Context: an optimization exercise on an open-source flow, tuned for small area, a short achievable clock period and few clock cycles per item. The choices shown serve that exercise and are no tape-out recipe.
In this exercise RTL edits were held to simulation tests only and were not proved equivalent to the original.
The clock port is modelled as an ideal driver; clocking choices that lean on that would not hold on a real chip.
Power is estimated from default activity; no workload was simulated.

## owned_byte_fifo_with_flush_mark
module owned_byte_fifo_with_flush_mark
#(
  parameter int DEPTH   = 256,
  parameter int ID_BITS = 6
) (
  input  wire logic                      clk,
  input  wire logic                      rst_n,
  input  wire logic                      in_valid,
  output logic                           in_stall,
  input  wire logic [obfifo_pkg::FUNC_W-1:0] in_func,
  input  wire logic [ID_BITS-1:0]        in_client_id,
  input  wire logic [obfifo_pkg::DATA_W-1:0] in_data_in,
  output logic                           out_valid,
  input  wire logic                      out_stall,
  output logic [obfifo_pkg::DATA_W-1:0]  out_read_data,
  output logic                           out_read_valid,
  output logic [$clog2(DEPTH)-1:0]       out_fill_level,
  output logic                           out_client_lost,
  output logic                           out_close_valid,
  output logic [ID_BITS-1:0]             out_close_id,
  output logic [obfifo_pkg::STAT_W-1:0]  out_handshakes,
  output logic [obfifo_pkg::STAT_W-1:0]  out_bytes_received,
  output logic [obfifo_pkg::STAT_W-1:0]  out_bytes_dropped,
  output logic [obfifo_pkg::STAT_W-1:0]  out_bytes_flushed
);
Size in the first run: roughly 5,400 cells after synthesis, ~2,300 flip-flops, ~0.087 sq mm of cells after synthesis.
clock: 8.0 ns
lec_check: 0
cap_margin: 20
core_margin: 2
core_utilization: 40
cts_cluster_diameter: 80
cts_cluster_size: 25
setup_slack_margin: 4.6
slew_margin: 20
standard.sh (not shown) runs the stock make flow with config.mk's settings and CLKGATE_MAP_FILE= SYNTH_SCRIPT=/design/flow/synth_recipe.tcl, a recipe that flattens the netlist after the stock synthesis.
==> flow/flow/run.sh <==
#!/bin/bash
# The standard layout (standard.sh: synthesis to routed layout), with two
# changes: plain buf_2 cells as the port buffers instead of the delay cells
# buffer_ports picks by default, and a clock tree without dummy loads.
# Each ORFS step keeps its own log under orfs/logs; standard.sh's own output
# goes to standard.log here.
export BUFFER_PORTS_ARGS="-buffer_cell sky130_fd_sc_hd__buf_2"
export CTS_ARGS="-sink_clustering_enable -repair_clock_nets -sink_clustering_size 25 -sink_clustering_max_diameter 80 -dont_use_dummy_load"
cp standard.sh standard.sh.txt
bash standard.sh > standard.log 2>&1
The first run finished with timing, DRC and antenna clean.
Testbench counts at the start, summed over its fixed seeds: cycles 16,016, items 16,000.
Edit:
==> flow/run.sh (new file) <==
#!/bin/bash
# synth_recipe.tcl (not shown) runs the flow's synth.tcl, then flattens the netlist and writes it again
# the make line also repeats each setting of config.mk as NAME=value (left out here)
make -C /OpenROAD-flow-scripts/flow DESIGN_CONFIG=/design/flow/config.mk WORK_HOME=/design/flow/orfs CLKGATE_MAP_FILE= SYNTH_SCRIPT=/design/flow/synth_recipe.tcl finish
- CTS_CLUSTER_DIAMETER: 80 -> default
- CTS_CLUSTER_SIZE: 25 -> default
- SETUP_SLACK_MARGIN: 4.6 -> 4.5
removed: flow/flow/run.sh
removed: flow/standard.sh
Flip-flop and latch count does not change.
Non-clock buffer count went up by 6.
Utilization rises by 2.4 points.
Hold slack got worse by 9.0 ps.
Worst setup slack degrades by 110 ps.

owned_byte_fifo_with_flush_mark, a different RTL version from the one above (not shown whole).
For scale: about 5400 cells after synthesis, ~2300 flip-flops.
==> flow/design.v (excerpt) <==
module owned_byte_fifo_with_flush_mark
#(
  parameter int DEPTH   = 256,
  parameter int ID_BITS = 6
) (
  input  wire logic                      clk,
  input  wire logic                      rst_n,
  input  wire logic                      in_valid,
  output logic                           in_stall,
  input  wire logic [obfifo_pkg::FUNC_W-1:0] in_func,
  input  wire logic [ID_BITS-1:0]        in_client_id,
  input  wire logic [obfifo_pkg::DATA_W-1:0] in_data_in,
  output logic                           out_valid,
  input  wire logic                      out_stall,
  output logic [obfifo_pkg::DATA_W-1:0]  out_read_data,
  output logic                           out_read_valid,
  output logic [$clog2(DEPTH)-1:0]       out_fill_level,
  output logic                           out_client_lost,
  output logic                           out_close_valid,
  output logic [ID_BITS-1:0]             out_close_id,
  output logic [obfifo_pkg::STAT_W-1:0]  out_handshakes,
  output logic [obfifo_pkg::STAT_W-1:0]  out_bytes_received,
  output logic [obfifo_pkg::STAT_W-1:0]  out_bytes_dropped,
  output logic [obfifo_pkg::STAT_W-1:0]  out_bytes_flushed
);
  localparam int PTR_W  = $clog2(DEPTH);
  localparam int DW     = obfifo_pkg::DATA_W;
  localparam int FW     = obfifo_pkg::FUNC_W;
  localparam int SW     = obfifo_pkg::STAT_W;
  localparam int OP_PUSH  = 0;
  localparam int OP_POP   = 1;
  localparam int OP_PQ    = 2;    
  localparam int OP_ADOPT = 3;
  localparam int OP_CLOSE = 4;
  localparam int OP_TAKE  = 5;
  ...
export LEC_CHECK = 0
export CAP_MARGIN = 20
export CORE_MARGIN = 2
export CORE_UTILIZATION = 60
export CTS_CLUSTER_DIAMETER = 80
export CTS_CLUSTER_SIZE = 25
export PLACE_DENSITY = 0.65
export SETUP_SLACK_MARGIN = 4.8
export SLEW_MARGIN = 20
create_clock -name core_clock -period 8.0 [get_ports {clk}]
==> flow/flow/run.sh <==
#!/bin/bash
# The standard layout (standard.sh: synthesis to routed layout), with three
# changes: plain buf_2 cells as the port buffers instead of the delay cells
# buffer_ports picks by default, a clock tree without dummy loads, and extra
# setup-repair passes at the end of the CTS step (flow/post_cts.tcl).
# Each ORFS step keeps its own log under orfs/logs; standard.sh's own output
# goes to standard.log here.
export BUFFER_PORTS_ARGS="-buffer_cell sky130_fd_sc_hd__buf_2"
export CTS_ARGS="-sink_clustering_enable -repair_clock_nets -sink_clustering_size 25 -sink_clustering_max_diameter 80 -dont_use_dummy_load"
export POST_CTS_TCL="$PWD/flow/post_cts.tcl"
bash standard.sh > standard.log 2>&1
==> flow/flow/post_cts.tcl <==
# Runs at the end of the CTS step (ORFS's POST_CTS_TCL hook), after ORFS's own
# setup repair and legalization: two more setup-repair passes that aim for
# 5.0 ns of slack, then legalize the placement again.
estimate_parasitics -placement
repair_timing -setup -setup_margin 5.0 -match_cell_footprint -repair_tns 100 -verbose
repair_timing -setup -setup_margin 5.0 -match_cell_footprint -repair_tns 100 -verbose
detailed_placement
check_placement -verbose
estimate_parasitics -placement
report_worst_slack -max
The starting point completed without violations.
Testbench counts at the start, summed over its fixed seeds: cycles 16,016, items 16,000.
Edit:
Settings changed: CORE_UTILIZATION 60 to 55, PLACE_DENSITY 0.65 to unset.
After rerunning:
- The changed run completed with no timing, DRC or antenna violations
- setup slack improves by 0.013 ns
- non-clock buffer count is lower by 7
- fmax grows by 0.43%
- cell count went up by 2.1%
- sequential share of layout area is about the same
- routed wire length shrinks by 1.9%
- count of clock-buffer cells in the layout rises by 4
- global-route usage drops by 3.6 points
Edit:
==> flow/flow/post_cts.tcl (replaced) <==
# Runs at the end of the CTS step (ORFS's POST_CTS_TCL hook), after ORFS's own
# setup repair and legalization: two more setup-repair passes that aim for
# 5.05 ns of slack, then legalize the placement again.
estimate_parasitics -placement
repair_timing -setup -setup_margin 5.05 -match_cell_footprint -repair_tns 100 -verbose
repair_timing -setup -setup_margin 5.05 -match_cell_footprint -repair_tns 100 -verbose
detailed_placement
check_placement -verbose
estimate_parasitics -placement
report_worst_slack -max
Settings changed: SETUP_SLACK_MARGIN 4.8 to 5.0.
The changed run passed the timing, design-rule and antenna checks.
Critical path depth does not change.
Flip-flop and latch count is unchanged.
Total power stays flat.
Worst hold slack is about the same.
Routed wire length is higher by 2.5%.
Clock-buffer cell count rises by 1.
Non-clock buffer count went up by 8.
Global-route usage rose by 0.50 points.
Utilization grows by 0.33 points.
Edit:
==> flow/flow/run.sh (replaced) <==
#!/bin/bash
# The standard layout (standard.sh: synthesis to routed layout), with two
# changes: plain buf_2 cells as the port buffers instead of the delay cells
# buffer_ports picks by default, and a clock tree without dummy loads.
# Each ORFS step keeps its own log under orfs/logs; standard.sh's own output
# goes to standard.log here.
export BUFFER_PORTS_ARGS="-buffer_cell sky130_fd_sc_hd__buf_2"
export CTS_ARGS="-sink_clustering_enable -repair_clock_nets -sink_clustering_size 25 -sink_clustering_max_diameter 80 -dont_use_dummy_load"
cp standard.sh standard.sh.txt
bash standard.sh > standard.log 2>&1
Settings changed: CORE_UTILIZATION 55 to 40, SETUP_SLACK_MARGIN 5.0 to 4.8.
removed: flow/flow/post_cts.tcl
What happened: First-iteration DRC count came out higher by 5.2%; worst hold slack stays flat; die area came out higher by 37%; total power hardly moves.

The RTL this note starts from:
==> flow/design.v <==
`default_nettype none
package obfifo_pkg;
  localparam int DATA_W = 8;
  localparam int FUNC_W = 3;
  localparam int STAT_W = 32;
  typedef enum logic [FUNC_W-1:0] {
    FN_PUSH      = 3'd0,
    FN_POP       = 3'd1,
    FN_QUERY     = 3'd2,
    FN_ADOPT     = 3'd3,
    FN_CLOSE     = 3'd4,
    FN_TAKE_LOST = 3'd5
  } func_t;
  typedef enum logic {
    S_IDLE,
    S_RDATA
  } fsm_t;
endpackage
`default_nettype wire
`default_nettype none
module owned_byte_fifo_with_flush_mark
#(
  parameter int DEPTH   = 256,
  parameter int ID_BITS = 6
) (
  input  wire logic                      clk,
  input  wire logic                      rst_n,
  input  wire logic                      in_valid,
  output logic                           in_stall,
  input  wire logic [obfifo_pkg::FUNC_W-1:0] in_func,
  input  wire logic [ID_BITS-1:0]        in_client_id,
  input  wire logic [obfifo_pkg::DATA_W-1:0] in_data_in,
  output logic                           out_valid,
  input  wire logic                      out_stall,
  output logic [obfifo_pkg::DATA_W-1:0]  out_read_data,
  output logic                           out_read_valid,
  output logic [$clog2(DEPTH)-1:0]       out_fill_level,
  output logic                           out_client_lost,
  output logic                           out_close_valid,
  output logic [ID_BITS-1:0]             out_close_id,
  output logic [obfifo_pkg::STAT_W-1:0]  out_handshakes,
  output logic [obfifo_pkg::STAT_W-1:0]  out_bytes_received,
  output logic [obfifo_pkg::STAT_W-1:0]  out_bytes_dropped,
  output logic [obfifo_pkg::STAT_W-1:0]  out_bytes_flushed
);
  localparam int PTR_W  = $clog2(DEPTH);
  localparam int DW     = obfifo_pkg::DATA_W;
  localparam int FW     = obfifo_pkg::FUNC_W;
  localparam int SW     = obfifo_pkg::STAT_W;
  localparam int OP_PUSH  = 0;
  localparam int OP_POP   = 1;
  localparam int OP_PQ    = 2;    
  localparam int OP_ADOPT = 3;
  localparam int OP_CLOSE = 4;
  localparam int OP_TAKE  = 5;
  function automatic logic [5:0] decode(input logic [FW-1:0] f);
    decode[OP_PUSH]  = (f == obfifo_pkg::FN_PUSH);
    decode[OP_POP]   = (f == obfifo_pkg::FN_POP);
    decode[OP_PQ]    = (f == obfifo_pkg::FN_POP) || (f == obfifo_pkg::FN_QUERY);
    decode[OP_ADOPT] = (f == obfifo_pkg::FN_ADOPT);
    decode[OP_CLOSE] = (f == obfifo_pkg::FN_CLOSE);
    decode[OP_TAKE]  = (f == obfifo_pkg::FN_TAKE_LOST);
  endfunction
  function automatic logic [15:0] rot(input logic [15:0] v);
    rot = {v[14:0], v[15]};
  endfunction
  logic               hv_r, sv_r, in_stall_r;
  logic [5:0]         hop_r;
  logic [FW-1:0]      sf_r;
  logic [ID_BITS-1:0] hid_r, sid_r;
  logic [DW-1:0]      hd_r, sd_r;
  logic               ov_r;
  logic               go;
  logic               in_xfer;
  assign in_stall = in_stall_r;
  assign in_xfer  = in_valid && !in_stall_r;
  assign go       = hv_r && (!ov_r || !out_stall);
  always_ff @(posedge clk) begin
    if (!rst_n) begin
      hv_r       <= 1'b0;
      sv_r       <= 1'b0;
      in_stall_r <= 1'b1;
    end else if (!hv_r || go) begin
      hv_r       <= sv_r || in_xfer;
      sv_r       <= 1'b0;
      in_stall_r <= 1'b0;
    end else if (in_xfer) begin
      sv_r       <= 1'b1;
      in_stall_r <= 1'b1;
    end
  end
  always_ff @(posedge clk) begin
    if (!hv_r || go) begin
      if (sv_r) begin
        hop_r <= decode(sf_r);
        hid_r <= sid_r;
        hd_r  <= sd_r;
      end else begin
        hop_r <= decode(in_func);
        hid_r <= in_client_id;
        hd_r  <= in_data_in;
      end
    end
    if (!sv_r) begin
      sf_r  <= in_func;
      sid_r <= in_client_id;
      sd_r  <= in_data_in;
    end
  end
  logic [15:0]        wlo_n_r;    
  logic [15:0]        whi_n_r;    
  logic [15:0]        wlo, whi;
  logic [15:0]        rlo_r;      
  logic [15:0]        rhi_r;      
  logic [PTR_W-1:0]   level_r;    
  logic [PTR_W-1:0]   elevel_r;   
  logic [PTR_W-1:0]   fdist_r;    
  logic [ID_BITS-1:0] owner_r;
  logic               owned_r;
  logic               lost_r;
  logic [SW-1:0]      hs_r, rcv_r, drop_r, fl_r;
  logic [DW-1:0]      pf_r;
  logic [DW-1:0]      odata_r;
  logic               orvalid_r;
  logic               olost_r;
  logic               oclose_r;
  logic [ID_BITS-1:0] oclose_id_r;
  logic [DW-1:0]      ring_mem [DEPTH];
  logic [DW-1:0]      mem_q;
  logic id_match, owner_match, adopt, close_v, full, eempty, store, pop_ne;
  logic lost_out;
  logic [PTR_W-1:0]   level_inc, elevel_inc, elevel_dec;
  logic [SW-1:0]      hs_inc, rcv_inc, drop_inc, fl_add;
  assign level_inc  = level_r + 1'b1;
  assign elevel_inc = elevel_r + 1'b1;
  assign elevel_dec = elevel_r - 1'b1;
  assign hs_inc     = hs_r + 1'b1;
  assign rcv_inc    = rcv_r + 1'b1;
  assign drop_inc   = drop_r + 1'b1;
  assign fl_add     = fl_r + SW'(fdist_r);
  assign wlo        = ~wlo_n_r;
  assign whi        = ~whi_n_r;
  assign full       = &level_r;
  assign eempty     = (elevel_r == '0);
  assign id_match    = (owner_r == hid_r);
  assign owner_match = owned_r && id_match;
  assign adopt       = hop_r[OP_ADOPT] || (hop_r[OP_PUSH] && !owner_match);
  assign close_v     = adopt && owned_r && !id_match;
  assign store       = hop_r[OP_PUSH] && !full;
  assign pop_ne      = hop_r[OP_POP] && !eempty;
  assign lost_out    = lost_r || adopt || (hop_r[OP_CLOSE] && owner_match);
  always_comb begin
    logic [DW-1:0] grp;
    mem_q = '0;
    for (int j = 0; j < 16; j++) begin
      grp = '0;
      for (int i = 0; i < 16; i++) begin
        grp = grp | ({DW{rlo_r[i]}} & ring_mem[j*16+i]);
      end
      mem_q = mem_q | ({DW{rhi_r[j]}} & grp);
    end
  end
  always_ff @(posedge clk) begin
    for (int i = 0; i < DEPTH; i++) begin
      if (!(wlo_n_r[i % 16] || whi_n_r[i / 16])) ring_mem[i] <= hd_r;
    end
  end
  always_ff @(posedge clk) begin
    if (go && adopt) begin
      pf_r <= hd_r;
    end else if (go && pop_ne) begin
      pf_r <= mem_q;
    end else if (eempty) begin
      pf_r <= hd_r;
    end
  end
  always_ff @(posedge clk) begin
    if (!rst_n) begin
      wlo_n_r  <= ~16'h0001;
      whi_n_r  <= ~16'h0001;
      rlo_r    <= 16'h0002;
      rhi_r    <= 16'h0001;
      level_r  <= '0;
      elevel_r <= '0;
      fdist_r  <= '0;
      owner_r  <= '0;
      owned_r  <= 1'b0;
      lost_r   <= 1'b0;
      hs_r     <= '0;
      rcv_r    <= '0;
      drop_r   <= '0;
      fl_r     <= '0;
      ov_r     <= 1'b0;
    end else begin
      ov_r <= go || (ov_r && out_stall);
      if (go) begin
        if (store) begin
          wlo_n_r <= rot(wlo_n_r);
          if (wlo[15]) whi_n_r <= rot(whi_n_r);
          rcv_r   <= rcv_inc;
          level_r <= level_inc;
        end
        if (hop_r[OP_PUSH] && full) begin
          drop_r <= drop_inc;
        end
        if (adopt) begin
          hs_r     <= hs_inc;
          owner_r  <= hid_r;
          owned_r  <= 1'b1;
          rlo_r    <= rot(wlo);
          rhi_r    <= wlo[15] ? rot(whi) : whi;
          fdist_r  <= level_r;
          elevel_r <= PTR_W'(store);
        end else if (store) begin
          elevel_r <= elevel_inc;
        end
        if (hop_r[OP_PQ]) begin
          fl_r    <= fl_add;
          fdist_r <= '0;
          level_r <= pop_ne ? elevel_dec : elevel_r;
        end
        if (pop_ne) begin
          rlo_r    <= rot(rlo_r);
          if (rlo_r[15]) rhi_r <= rot(rhi_r);
          elevel_r <= elevel_dec;
        end
        if (hop_r[OP_CLOSE] && owner_match) begin
          owned_r <= 1'b0;
        end
        lost_r <= hop_r[OP_TAKE] ? 1'b0 : lost_out;
      end
    end
  end
  always_ff @(posedge clk) begin
    if (go) begin
      odata_r     <= pop_ne ? pf_r : '0;
      orvalid_r   <= pop_ne;
      olost_r     <= lost_out;
      oclose_r    <= close_v;
      oclose_id_r <= close_v ? owner_r : '0;
    end
  end
  assign out_valid          = ov_r;
  assign out_read_data      = odata_r;
  assign out_read_valid     = orvalid_r;
  assign out_fill_level     = level_r;
  assign out_client_lost    = olost_r;
  assign out_close_valid    = oclose_r;
  assign out_close_id       = oclose_id_r;
  assign out_handshakes     = hs_r;
  assign out_bytes_received = rcv_r;
  assign out_bytes_dropped  = drop_r;
  assign out_bytes_flushed  = fl_r;
endmodule
`default_nettype wire
==> flow/config.mk <==
export PLATFORM = sky130hd
export DESIGN_NAME = owned_byte_fifo_with_flush_mark
export DESIGN_NICKNAME = owned_byte_fifo_with_flush_mark
export VERILOG_FILES = /design/flow/design.v
export SDC_FILE = /design/flow/constraint.sdc
export NUM_CORES = 4
export LEC_CHECK = 0
export CAP_MARGIN = 20
export CORE_MARGIN = 2
export CORE_UTILIZATION = 55
export CTS_CLUSTER_DIAMETER = 80
export CTS_CLUSTER_SIZE = 25
export SETUP_SLACK_MARGIN = 4.8
export SLEW_MARGIN = 20
==> flow/constraint.sdc <==
create_clock -name core_clock -period 8.0 [get_ports {clk}]
set_input_delay 1.6000 -clock core_clock [delete_from_list [all_inputs] [get_ports {clk}]]
set_output_delay 1.6000 -clock core_clock [all_outputs]
set_load 0.01 [all_outputs]
==> flow/flow/run.sh <==
#!/bin/bash
# The standard layout (standard.sh: synthesis to routed layout), with two
# changes: plain buf_2 cells as the port buffers instead of the delay cells
# buffer_ports picks by default, and a clock tree without dummy loads.
# Each ORFS step keeps its own log under orfs/logs; standard.sh's own output
# goes to standard.log here.
export BUFFER_PORTS_ARGS="-buffer_cell sky130_fd_sc_hd__buf_2"
export CTS_ARGS="-sink_clustering_enable -repair_clock_nets -sink_clustering_size 25 -sink_clustering_max_diameter 80 -dont_use_dummy_load"
cp standard.sh standard.sh.txt
bash standard.sh > standard.log 2>&1
Testbench counts at the start, summed over its fixed seeds: cycles 16,016, items 16,000.
Change:
==> flow/flow/run.sh (replaced) <==
#!/bin/bash
# The standard layout (standard.sh: synthesis to routed layout), with three
# changes: plain buf_2 cells as the port buffers instead of the delay cells
# buffer_ports picks by default, a clock tree without dummy loads, and extra
# setup-repair passes at the end of the CTS step (flow/post_cts.tcl).
# Each ORFS step keeps its own log under orfs/logs; standard.sh's own output
# goes to standard.log here.
export BUFFER_PORTS_ARGS="-buffer_cell sky130_fd_sc_hd__buf_2"
export CTS_ARGS="-sink_clustering_enable -repair_clock_nets -sink_clustering_size 25 -sink_clustering_max_diameter 80 -dont_use_dummy_load"
export POST_CTS_TCL="$PWD/flow/post_cts.tcl"
bash standard.sh > standard.log 2>&1
==> flow/flow/post_cts.tcl (new file) <==
# Runs at the end of the CTS step (ORFS's POST_CTS_TCL hook), after ORFS's own
# setup repair and legalization: two more setup-repair passes that aim for
# 5.05 ns of slack, then legalize the placement again.
estimate_parasitics -placement
repair_timing -setup -setup_margin 5.05 -match_cell_footprint -repair_tns 100 -verbose
repair_timing -setup -setup_margin 5.05 -match_cell_footprint -repair_tns 100 -verbose
detailed_placement
check_placement -verbose
estimate_parasitics -placement
report_worst_slack -max
- CORE_UTILIZATION: 55 -> 60
- PLACE_DENSITY: default -> 0.65
- SETUP_SLACK_MARGIN: 4.8 -> 5.0
Flip-flop and latch count stays the same; first-iteration DRC count barely changes; via count goes up by 2.5%; core utilization goes up by 5.9 points; sequential share of layout area goes down by 0.55 points; clock skew goes down by 0.0039 ns.

what the ideal ports hide:
In the flow no input, the clock included, has a driving cell. The finished layouts below were timed again as built, in two steps. Step 1: set_driving_cell puts a clkbuf_16 on clk and a buf_2 on each other input, an assumption about the parent block. Step 2 moves the port delays by t, midway between the first and last clock arrival at a register: inputs arrive t later, outputs are due t later. That takes back most of the time a late clock gives input paths. a / b / c = no drivers / after step 1 / after step 2; a / b = the first two.
run	t, ns	slack for setup (ns)	clock arrival spread, ns	pins driven straight from the clock port
the first run of note 1	0.851	4.546 / 4.546 / 3.979	0.117 / 0.117	1
the second run of note 1	0.956	4.432 / 4.432 / 3.784	0.058 / 0.058	1
the first run of note 2	0.831	4.853 / 4.853 / 4.175	0.068 / 0.068	1
the second run of note 2	0.833	4.866 / 4.866 / 4.134	0.084 / 0.084	1
the third run of note 2	0.824	4.937 / 4.937 / 4.311	0.085 / 0.086	1
the fourth run of note 2	0.843	4.649 / 4.649 / 4.090	0.136 / 0.136	1
the first run of note 3	0.843	4.754 / 4.754 / 4.118	0.078 / 0.078	1
the second run of note 3	0.834	4.889 / 4.889 / 4.324	0.080 / 0.079	1
After both steps every run listed still meets setup and hold. The setup slack of the second run of note 2, which loses most, moves by 0.000 ns with the drivers and by -0.732 ns with both steps.
